This design comes from an exercise in tuning for small area, a short achievable clock period and few clock cycles per item on the open sky130 flow, not from production work.
In this exercise RTL edits were held to simulation tests only and were not proved equivalent to the original.
Power figures rest on the tool's default switching activity, not on a simulated workload.

### config.mk
export PLATFORM = sky130hd
export DESIGN_NAME = pair_broadcast_top
export DESIGN_NICKNAME = pair_broadcast_top
export VERILOG_FILES = /design/flow/design.v
export SDC_FILE = /design/flow/constraint.sdc
export NUM_CORES = 4
export LEC_CHECK = 0
export CAP_MARGIN = 20
export CORE_MARGIN = 2
export CORE_UTILIZATION = 40
export SLEW_MARGIN = 20
### constraint.sdc
create_clock -name core_clock -period 5.5 [get_ports {clk}]
set_input_delay 1.1000 -clock core_clock [delete_from_list [all_inputs] [get_ports {clk}]]
set_output_delay 1.1000 -clock core_clock [all_outputs]
set_load 0.01 [all_outputs]
### design.v
`default_nettype none
package md_bcast_pkg;
	localparam int NUM_CELLS = 4;
	localparam int PARTICLE_ID_WIDTH = 7;
	localparam int FIFO_DEPTH = 8;
	localparam int FIFO_PTR_WIDTH = $clog2(FIFO_DEPTH);
	localparam int FIFO_LEVEL_WIDTH = $clog2(FIFO_DEPTH + 1);
	localparam int BP_LEVEL = 5;
	localparam int PAIR_WIDTH = 2 * PARTICLE_ID_WIDTH + 1;
	localparam int FORCE_CREDITS = 4;
	localparam int CREDIT_WIDTH = $clog2(FORCE_CREDITS + 1);
	localparam int WAIT_CYCLES = 10;
	localparam int WAIT_CNT_WIDTH = $clog2(WAIT_CYCLES + 1);
	localparam logic [1:0] WAIT_FOR_START = 2'b00;
	localparam logic [1:0] READ_PARTICLE_NUM = 2'b01;
	localparam logic [1:0] READING = 2'b10;
	localparam logic [1:0] WAIT_NEXT_REF = 2'b11;
endpackage
`default_nettype wire
`timescale 1ns/1ps
`default_nettype none
import md_bcast_pkg::*;
module pair_fifo
(
	input wire clk,
	input wire rst,
	input wire push,
	input wire [PAIR_WIDTH-1:0] push_data,
	input wire pop,
	output logic [PAIR_WIDTH-1:0] pop_data,
	output logic empty,
	output logic [FIFO_LEVEL_WIDTH-1:0] level
);
	logic [PAIR_WIDTH-1:0] mem [FIFO_DEPTH];
	logic [FIFO_PTR_WIDTH-1:0] wr_ptr;
	logic [FIFO_PTR_WIDTH-1:0] rd_ptr;
	logic wr_en;
	logic rd_en;
	function automatic logic [FIFO_PTR_WIDTH-1:0] ptr_inc(
		input logic [FIFO_PTR_WIDTH-1:0] ptr
	);
		if (ptr == FIFO_PTR_WIDTH'(FIFO_DEPTH - 1))
			ptr_inc = '0;
		else
			ptr_inc = ptr + 1'b1;
	endfunction
	assign empty = (level == '0);
	assign wr_en = push && (level != FIFO_LEVEL_WIDTH'(FIFO_DEPTH));
	assign rd_en = pop && !empty;
	assign pop_data = mem[rd_ptr];
	always_ff @(posedge clk)
	begin
		if (wr_en)
			mem[wr_ptr] <= push_data;
	end
	always_ff @(posedge clk)
	begin
		if (rst)
		begin
			wr_ptr <= '0;
			rd_ptr <= '0;
			level <= '0;
		end
		else
		begin
			if (wr_en)
				wr_ptr <= ptr_inc(wr_ptr);
			if (rd_en)
				rd_ptr <= ptr_inc(rd_ptr);
			case ({wr_en, rd_en})
				2'b10: level <= level + 1'b1;
				2'b01: level <= level - 1'b1;
				default: level <= level;
			endcase
		end
	end
endmodule
`default_nettype wire
`timescale 1ns/1ps
`default_nettype none
import md_bcast_pkg::*;
module cell_pair_filter
(
	input wire clk,
	input wire rst,
	input wire [PARTICLE_ID_WIDTH-1:0] particle_num_in,
	input wire [PARTICLE_ID_WIDTH-1:0] neighbor_num_in,
	input wire [PARTICLE_ID_WIDTH-1:0] particle_id,
	input wire [PARTICLE_ID_WIDTH-1:0] ref_id,
	input wire phase,
	input wire reading_particle_num,
	input wire pause_reading,
	input wire credit_return,
	output logic back_pressure,
	output logic reading_done,
	output logic filter_buffer_empty,
	output logic credits_full,
	output logic pair_valid,
	output logic [PARTICLE_ID_WIDTH-1:0] pair_ref,
	output logic [PARTICLE_ID_WIDTH-1:0] pair_partner,
	output logic pair_phase
);
	logic [PARTICLE_ID_WIDTH-1:0] own_num;
	logic [PARTICLE_ID_WIDTH-1:0] nbr_num;
	logic bcast_valid;
	logic ref_in_cell;
	logic partner_ok;
	logic accept;
	logic stage_valid;
	logic [PARTICLE_ID_WIDTH-1:0] stage_ref;
	logic [PARTICLE_ID_WIDTH-1:0] stage_partner;
	logic stage_phase;
	logic fifo_push;
	logic fifo_pop;
	logic fifo_empty;
	logic [FIFO_LEVEL_WIDTH-1:0] fifo_level;
	logic [PAIR_WIDTH-1:0] fifo_head;
	logic [CREDIT_WIDTH-1:0] credits;
	always_ff @(posedge clk)
	begin
		if (rst)
		begin
			own_num <= '0;
			nbr_num <= '0;
		end
		else if (reading_particle_num)
		begin
			own_num <= particle_num_in;
			nbr_num <= neighbor_num_in;
		end
	end
	assign bcast_valid = !pause_reading && !reading_particle_num;
	assign ref_in_cell = (ref_id <= own_num);
	assign partner_ok = phase ? (particle_id != '0 && particle_id <= nbr_num)
		: (ref_id < particle_id && particle_id <= own_num);
	assign accept = bcast_valid && ref_in_cell && partner_ok;
	always_ff @(posedge clk)
	begin
		if (rst)
			stage_valid <= 1'b0;
		else
			stage_valid <= accept;
	end
	always_ff @(posedge clk)
	begin
		if (accept)
		begin
			stage_ref <= ref_id;
			stage_partner <= particle_id;
			stage_phase <= phase;
		end
	end
	assign fifo_push = stage_valid;
	pair_fifo fifo_i (
		.clk(clk),
		.rst(rst),
		.push(fifo_push),
		.push_data({stage_ref, stage_partner, stage_phase}),
		.pop(fifo_pop),
		.pop_data(fifo_head),
		.empty(fifo_empty),
		.level(fifo_level)
	);
	assign pair_valid = !fifo_empty && (credits != '0);
	assign fifo_pop = pair_valid;
	assign {pair_ref, pair_partner, pair_phase} = fifo_head;
	always_ff @(posedge clk)
	begin
		if (rst)
			credits <= CREDIT_WIDTH'(FORCE_CREDITS);
		else
		begin
			case ({fifo_pop, credit_return})
				2'b10: credits <= credits - 1'b1;
				2'b01: credits <= credits + 1'b1;
				default: credits <= credits;
			endcase
		end
	end
	assign credits_full = (credits == CREDIT_WIDTH'(FORCE_CREDITS));
	assign back_pressure = (fifo_level >= FIFO_LEVEL_WIDTH'(BP_LEVEL));
	assign filter_buffer_empty = fifo_empty && !stage_valid;
	assign reading_done = (ref_id > own_num);
endmodule
`default_nettype wire
`timescale 1ns/1ps
`default_nettype none
import md_bcast_pkg::*;
module broadcast_controller
(
	input wire clk,
	input wire rst,
	input wire iter_start,
	input wire [NUM_CELLS*PARTICLE_ID_WIDTH-1:0] particle_num,
	input wire [NUM_CELLS-1:0] back_pressure,
	input wire [NUM_CELLS-1:0] reading_done,
	input wire [NUM_CELLS-1:0] filter_buffer_empty,
	input wire [NUM_CELLS-1:0] credits_full,
	output logic [PARTICLE_ID_WIDTH-1:0] particle_id,
	output logic [PARTICLE_ID_WIDTH-1:0] ref_id,
	output logic phase,
	output logic reading_particle_num,
	output logic pause_reading,
	output logic iter_done
);
	logic [1:0] state;
	logic [WAIT_CNT_WIDTH-1:0] wait_cnt;
	logic [NUM_CELLS-1:0] broadcast_done;
	logic all_broadcast_done;
	logic all_reading_done;
	logic all_buffers_empty;
	logic all_credits_full;
	logic any_back_pressure;
	for (genvar i = 0; i < NUM_CELLS; i++)
	begin : g_done
		logic [PARTICLE_ID_WIDTH-1:0] own_num;
		logic [PARTICLE_ID_WIDTH-1:0] nbr_num;
		logic [PARTICLE_ID_WIDTH-1:0] last_id;
		assign own_num = particle_num[i*PARTICLE_ID_WIDTH +: PARTICLE_ID_WIDTH];
		assign nbr_num = particle_num[((i+1)%NUM_CELLS)*PARTICLE_ID_WIDTH +: PARTICLE_ID_WIDTH];
		assign last_id = (own_num > nbr_num) ? own_num : nbr_num;
		assign broadcast_done[i] = (particle_id >= last_id);
	end
	assign all_broadcast_done = &broadcast_done;
	assign all_reading_done = &reading_done;
	assign all_buffers_empty = &filter_buffer_empty;
	assign all_credits_full = &credits_full;
	assign any_back_pressure = |back_pressure;
	always_ff @(posedge clk)
	begin
		if (rst)
		begin
			state <= WAIT_FOR_START;
			wait_cnt <= '0;
			ref_id <= PARTICLE_ID_WIDTH'(1);
			particle_id <= '0;
			phase <= 1'b0;
			reading_particle_num <= 1'b0;
			pause_reading <= 1'b1;
			iter_done <= 1'b0;
		end
		else
		begin
			reading_particle_num <= 1'b0;
			iter_done <= 1'b0;
			case (state)
				WAIT_FOR_START:
				begin
					ref_id <= PARTICLE_ID_WIDTH'(1);
					particle_id <= '0;
					phase <= 1'b0;
					if (wait_cnt == WAIT_CNT_WIDTH'(WAIT_CYCLES))
					begin
						state <= READ_PARTICLE_NUM;
						wait_cnt <= '0;
						reading_particle_num <= 1'b1;
						pause_reading <= 1'b0;
					end
					else if (iter_start || wait_cnt != '0)
					begin
						wait_cnt <= wait_cnt + 1'b1;
						pause_reading <= 1'b1;
					end
					else
					begin
						pause_reading <= 1'b1;
					end
				end
				READ_PARTICLE_NUM:
				begin
					state <= READING;
					ref_id <= PARTICLE_ID_WIDTH'(1);
					particle_id <= PARTICLE_ID_WIDTH'(1);
					pause_reading <= 1'b0;
				end
				READING:
				begin
					if (any_back_pressure)
					begin
						pause_reading <= 1'b1;
					end
					else if (all_broadcast_done)
					begin
						particle_id <= PARTICLE_ID_WIDTH'(1);
						phase <= ~phase;
						if (phase == 1'b0)
						begin
							pause_reading <= 1'b0;
						end
						else
						begin
							state <= WAIT_NEXT_REF;
							ref_id <= ref_id + 1'b1;
							pause_reading <= 1'b1;
						end
					end
					else
					begin
						particle_id <= particle_id + 1'b1;
						pause_reading <= 1'b0;
					end
				end
				WAIT_NEXT_REF:
				begin
					if (!all_buffers_empty)
					begin
						pause_reading <= 1'b1;
					end
					else if (all_reading_done)
					begin
						pause_reading <= 1'b1;
						if (all_credits_full)
						begin
							state <= WAIT_FOR_START;
							iter_done <= 1'b1;
							ref_id <= PARTICLE_ID_WIDTH'(1);
							particle_id <= '0;
							phase <= 1'b0;
						end
					end
					else
					begin
						state <= READING;
						pause_reading <= 1'b0;
					end
				end
			endcase
		end
	end
endmodule
`default_nettype wire
`timescale 1ns/1ps
`default_nettype none
import md_bcast_pkg::*;
module pair_broadcast_top
(
	input wire clk,
	input wire rst,
	input wire iter_start,
	input wire [NUM_CELLS*PARTICLE_ID_WIDTH-1:0] particle_num,
	input wire [NUM_CELLS-1:0] credit_return,
	output wire [NUM_CELLS-1:0] pair_valid,
	output wire [NUM_CELLS*PARTICLE_ID_WIDTH-1:0] pair_ref,
	output wire [NUM_CELLS*PARTICLE_ID_WIDTH-1:0] pair_partner,
	output wire [NUM_CELLS-1:0] pair_phase,
	output wire iter_done
);
	wire [PARTICLE_ID_WIDTH-1:0] particle_id;
	wire [PARTICLE_ID_WIDTH-1:0] ref_id;
	wire phase;
	wire reading_particle_num;
	wire pause_reading;
	wire [NUM_CELLS-1:0] back_pressure;
	wire [NUM_CELLS-1:0] reading_done;
	wire [NUM_CELLS-1:0] filter_buffer_empty;
	wire [NUM_CELLS-1:0] credits_full;
	broadcast_controller ctrl_i (
		.clk(clk),
		.rst(rst),
		.iter_start(iter_start),
		.particle_num(particle_num),
		.back_pressure(back_pressure),
		.reading_done(reading_done),
		.filter_buffer_empty(filter_buffer_empty),
		.credits_full(credits_full),
		.particle_id(particle_id),
		.ref_id(ref_id),
		.phase(phase),
		.reading_particle_num(reading_particle_num),
		.pause_reading(pause_reading),
		.iter_done(iter_done)
	);
	for (genvar i = 0; i < NUM_CELLS; i++)
	begin : g_cell
		cell_pair_filter cell_i (
			.clk(clk),
			.rst(rst),
			.particle_num_in(particle_num[i*PARTICLE_ID_WIDTH +: PARTICLE_ID_WIDTH]),
			.neighbor_num_in(particle_num[((i+1)%NUM_CELLS)*PARTICLE_ID_WIDTH +: PARTICLE_ID_WIDTH]),
			.particle_id(particle_id),
			.ref_id(ref_id),
			.phase(phase),
			.reading_particle_num(reading_particle_num),
			.pause_reading(pause_reading),
			.credit_return(credit_return[i]),
			.back_pressure(back_pressure[i]),
			.reading_done(reading_done[i]),
			.filter_buffer_empty(filter_buffer_empty[i]),
			.credits_full(credits_full[i]),
			.pair_valid(pair_valid[i]),
			.pair_ref(pair_ref[i*PARTICLE_ID_WIDTH +: PARTICLE_ID_WIDTH]),
			.pair_partner(pair_partner[i*PARTICLE_ID_WIDTH +: PARTICLE_ID_WIDTH]),
			.pair_phase(pair_phase[i])
		);
	end
endmodule
`default_nettype wire
### run.sh
#!/bin/bash
# synth_recipe.tcl (not shown) runs the flow's synth.tcl, then flattens the netlist and writes it again
# the make line also repeats each setting of config.mk as NAME=value (left out here)
make -C /OpenROAD-flow-scripts/flow DESIGN_CONFIG=/design/flow/config.mk WORK_HOME=/design/flow/orfs CLKGATE_MAP_FILE= SYNTH_SCRIPT=/design/flow/synth_recipe.tcl finish
==> results.txt <==
-- layout make-up --
type | count | area [um2] | share of cell area
clock buffer | 86 | 1850 | 0.0559
clock inverter | 30 | 180 | 0.00544
inverter | 88 | 330 | 0.00998
multi-input combinational | 995 | 9620 | 0.291
sequential | 660 | 18600 | 0.563
tap | 950 | 1190 | 0.0359
timing repair buffer | 141 | 1300 | 0.0394
-- cell usage after synthesis, types with 34 or more instances --
cell type / number
mux2i_1: 55
ha_1: 158
mux4_2: 120
mux2_2: 62
nor3_1: 36
nor2_1: 122
inv_1: 88
nand3_1: 34
dfxtp_1: 120
nand2_1: 46
edfxtp_1: 540
a21oi_1: 83
-- routing by layer --
metal  wire length (um)  GRT usage
met5                  0          0
met4               1730     0.0600
met3               2420     0.0243
met2              31500      0.298
met1              27800      0.226
-- sequential cells by signal (all words and copies together), names as in the netlist, named ones only --
register	count
g_cell.cell_i.fifo_i.mem	480
g_cell.cell_i.stage_partner	28
g_cell.cell_i.stage_ref	28
g_cell.cell_i.own_num	21
g_cell.cell_i.fifo_i.level	16
g_cell.cell_i.credits	12
g_cell.cell_i.fifo_i.rd_ptr	12
g_cell.cell_i.fifo_i.wr_ptr	12
ctrl_i.particle_id	7
ctrl_i.ref_id	7
g_cell.cell_i.nbr_num	7
ctrl_i.wait_cnt	4
g_cell.cell_i.stage_phase	4
g_cell.cell_i.stage_valid	4
ctrl_i.state	2
ctrl_i.iter_done	1
ctrl_i.pause_reading	1
ctrl_i.phase	1
ctrl_i.reading_particle_num	1
-- power groups by stage --
| stage | clock network [mW] | logic, mW | registers [mW] |
|---|---|---|---|
| floorplan | 0 | 1.71 | 5.66 |
| global placement | 0 | 1.93 | 6.03 |
| detailed placement | 0 | 1.99 | 6.04 |
| CTS | 4.35 | 2.01 | 5.93 |
| global route | 4.53 | 2.20 | 5.97 |
| finish | 4.23 | 1.98 | 5.91 |
-- placed cells by master, fill, tap and decap left out, drive strengths merged, types with 5 or more instances in the layout --
| cell | netlist | layout |
|---|---|---|
| or4 | 5 | 5 |
| and3 | 7 | 7 |
| nand2 | 46 | 46 |
| dfxtp | 120 | 120 |
| fa | 8 | 8 |
| o31ai | 10 | 10 |
| inv | 88 | 90 |
| mux2i | 55 | 55 |
| o21bai | 5 | 5 |
| nand2b | 17 | 17 |
| clkinv | 0 | 23 |
| clkbuf | 32 | 86 |
| nor4 | 10 | 10 |
| or3 | 12 | 12 |
| a21oi | 83 | 83 |
| o211ai | 5 | 5 |
| nor2b | 12 | 12 |
| a22o | 8 | 8 |
| buf | 27 | 43 |
| nand4 | 24 | 24 |
| xor2 | 17 | 17 |
| clkdlybuf4s50 | 0 | 98 |
| nand3b | 5 | 5 |
| o21a | 21 | 21 |
| ha | 158 | 158 |
| o21ai | 32 | 32 |
| o311ai | 5 | 5 |
| a31oi | 13 | 13 |
| mux2 | 62 | 62 |
| nand3 | 34 | 34 |
| nor3b | 9 | 9 |
| edfxtp | 540 | 540 |
| a21o | 17 | 17 |
| nor3 | 37 | 37 |
| nor2 | 122 | 122 |
| mux4 | 120 | 120 |
-- worst max-delay path: cells and delay by family --
kind | cells | cell delay, ps
AOI/OAI and AO/OA | 6 | 1220
adders and majority gates | 2 | 730
buffers and inverters | 1 | 540
muxes | 2 | 490
and+or+nand+nor | 6 | 1510
-- kinds of logic after synthesis --
group,count (synthesis),share of synthesized area
muxes,237,0.138
adders and majority gates,166,0.0748
and+or+nand+nor,354,0.0617
buffers and inverters,147,0.0204
DFF,660,0.651
AOI/OAI and AO/OA,217,0.0473
xor gates and xnor gates,21,0.00643
-- worst max path at each step --
stage | from | endpoint | cells past startpoint
after floorplan | particle_num[22] | ctrl_i.ref_id[0] | 18
after global placement | particle_num[15] | ctrl_i.ref_id[0] | 17
after detailed placement | particle_num[15] | ctrl_i.ref_id[0] | 17
after global routing | particle_num[15] | ctrl_i.ref_id[0] | 17
final | particle_num[15] | ctrl_i.ref_id[0] | 17
after CTS | particle_num[15] | ctrl_i.ref_id[0] | 17
-- per-stage QoR --
stage,utilization,hold WS (ps),instances,setup slack [ps]
global placement,0.437,460,2834,119
floorplan,-,454,1802,907
global route,0.466,508,2950,261
finish,0.466,482,2950,397
detailed placement,0.437,474,2834,-78.5
CTS,0.466,477,2950,537
==> flow_summary.yaml <==
layout:
  stdcell_area_um2: 33100
  n_antenna_cell: 0
  layout-drive-gt1-share: 0.181
  area_growth_pct: 15.8
  nets: 2153
  n_fill_cell: 6068
detailed_routing:
  drt_wl_total_mm: 63.4
  vias: 15785
  routed_via_density: 5.35
  wl_per_cell_um: 21.5
  drt_iter0_drc: 1019
  dr.pass1.iters: 5
  final_antenna_net_count: 0
  route.detailed.drc: 0
power:
  p_int_mw: 8.99
  power_frac_seq: 0.487
  switchingPower_mw: 3.14
  irDropWorstVdd_v: 0.000203
  comb_power_share: 0.164
  p_leak_nw: 10.2
  power_mw: 12.1
  pwr-share-clk: 0.349
  switching_share: 0.259
  p_per_area_nw_per_um2: 366
clock_tree:
  postCtsSetupRepairBufs: 0
  cts.clk_slew.worst_paths_ps: 60
  ctsHoldBuffers: 0
  worstSkewPairLatency_ps: 600
  clockBufferDepth: 3
  cts_buffers: 66
  cts_tree: "yes"
  root_buffer: "clkbuf_16"
  cts_max_level: 3
  clock_sinks: 660
  cts_resized: 0
grt:
  grt-ovfl-total: 0
  grt_pass1_wl_mm: 97.3
  grt_pass1_vias: 16410
  grt_max_degree: 96
  antenna_found_initial: 1
  grt_util_all_layers: 0.173
logic_synthesis:
  yosysWarnings: 3
  synth_top_area_frac: 0.567
  ys.flop_type: "edfxtp_1"
  syn_inst: 1802
  synth-seq-cells: 660
  yosys.area.top_type: "edfxtp_1"
  netlist_area_um2: 28600
  synth_edf_count: 540
  synth_area_leaders: "edfxtp_1, mux4_2, dfxtp_1"
  synthArstFlopShare: 0
  syn_nets: 2003
  ys_seq_area_frac: 0.651
  syn_area_per_cell_um2: 15.9
  yosysUniqueCellTypes: 55
run:
  cap_violations: 0
setup_path:
  critPathSlowestCell: "a21oi_1"
  rrSetupSlack_ps: 2010
  start_kind: "primary input"
  path_class: "in2reg"
  r2r_cells: 8
  end_kind: "flip-flop"
  rr_endpoint: "ctrl_i.ref_id[0]"
  crit_arrival_ps: 5590
  slowest_delay_ps: 650
  crit_chain: "clkdlybuf4s50_1, ha_1, nor2b_1, o21a_1, o21a_1, o21a_1, o211ai_1, a21oi_1, mux2i_1, ha_1, nand4_1, and3_1, o21ai_0, nand4_1, nor2_1, or4b_1, mux2_2"
  critPathMaxFanout: 7
  required_ps: 5980
  crit_top_cell: "o21a_1"
  reg2reg_from: "ctrl_i.ref_id[4]"
floorplan:
  die_area_um2: 73600
  initial_core_util: 0.402
  die_x_um: 271
  die_h_um: 271
  rows: 98
  fp.coreArea_um2: 71100
  ios: 100
sta:
  fmax_mhz: 196
  hold_viol: 0
  worst_pin_slew_ps: 1120
  final.setup_skew_ps: 24.1
  fin_crit_ps: 5100
  setup_tns_ps: 0
  rsz0062_at_grt: "no"
  slew_viol_final: 0
  relSlewSlack: 0.254
  fin_crit_sh: 0.928
  setup_viol: 0
placement:
  dpl.hpwl_mm: 39.4
  gp_congestion: 0.822
  placed_area_um2: 31100
  io_buffers: 99
min_path:
  min_from: "g_cell[1].cell_i.fifo_i.rd_ptr[1]"
  hp-class: "reg2reg"
  min_delay_path_depth: 2
status:
  status: "complete, no violations"
Testbench counts, summed over its fixed seeds: cycles 153,305, pairs 228,540.

afterwards: timing with drivers on the ports:
The flow's constraints put no driver on any port. The routed layout listed below was extracted and timed again, unchanged, in two steps.
Step 1: set_driving_cell puts a clkbuf_16 on clk and a buf_2 on each other input, an assumption about the parent block.
Step 2 moves the port delays by t, midway between the first and last clock arrival at a register: inputs arrive t later, outputs are due t later. That takes back most of the time a late clock gives input paths.
Three values: no drivers, after step 1, after step 2; two values: the first two.
t (ns): 0.647
slack for setup (ns): 0.397 / 0.434 / -0.214
worst setup path after step 2: input to register
worst slew at a driven data input, ns: 0.06
With both steps, setup timing fails in this run, where it was met with ideal ports. The setup slack of this run moves by +0.037 ns with the drivers and by -0.611 ns with both steps.
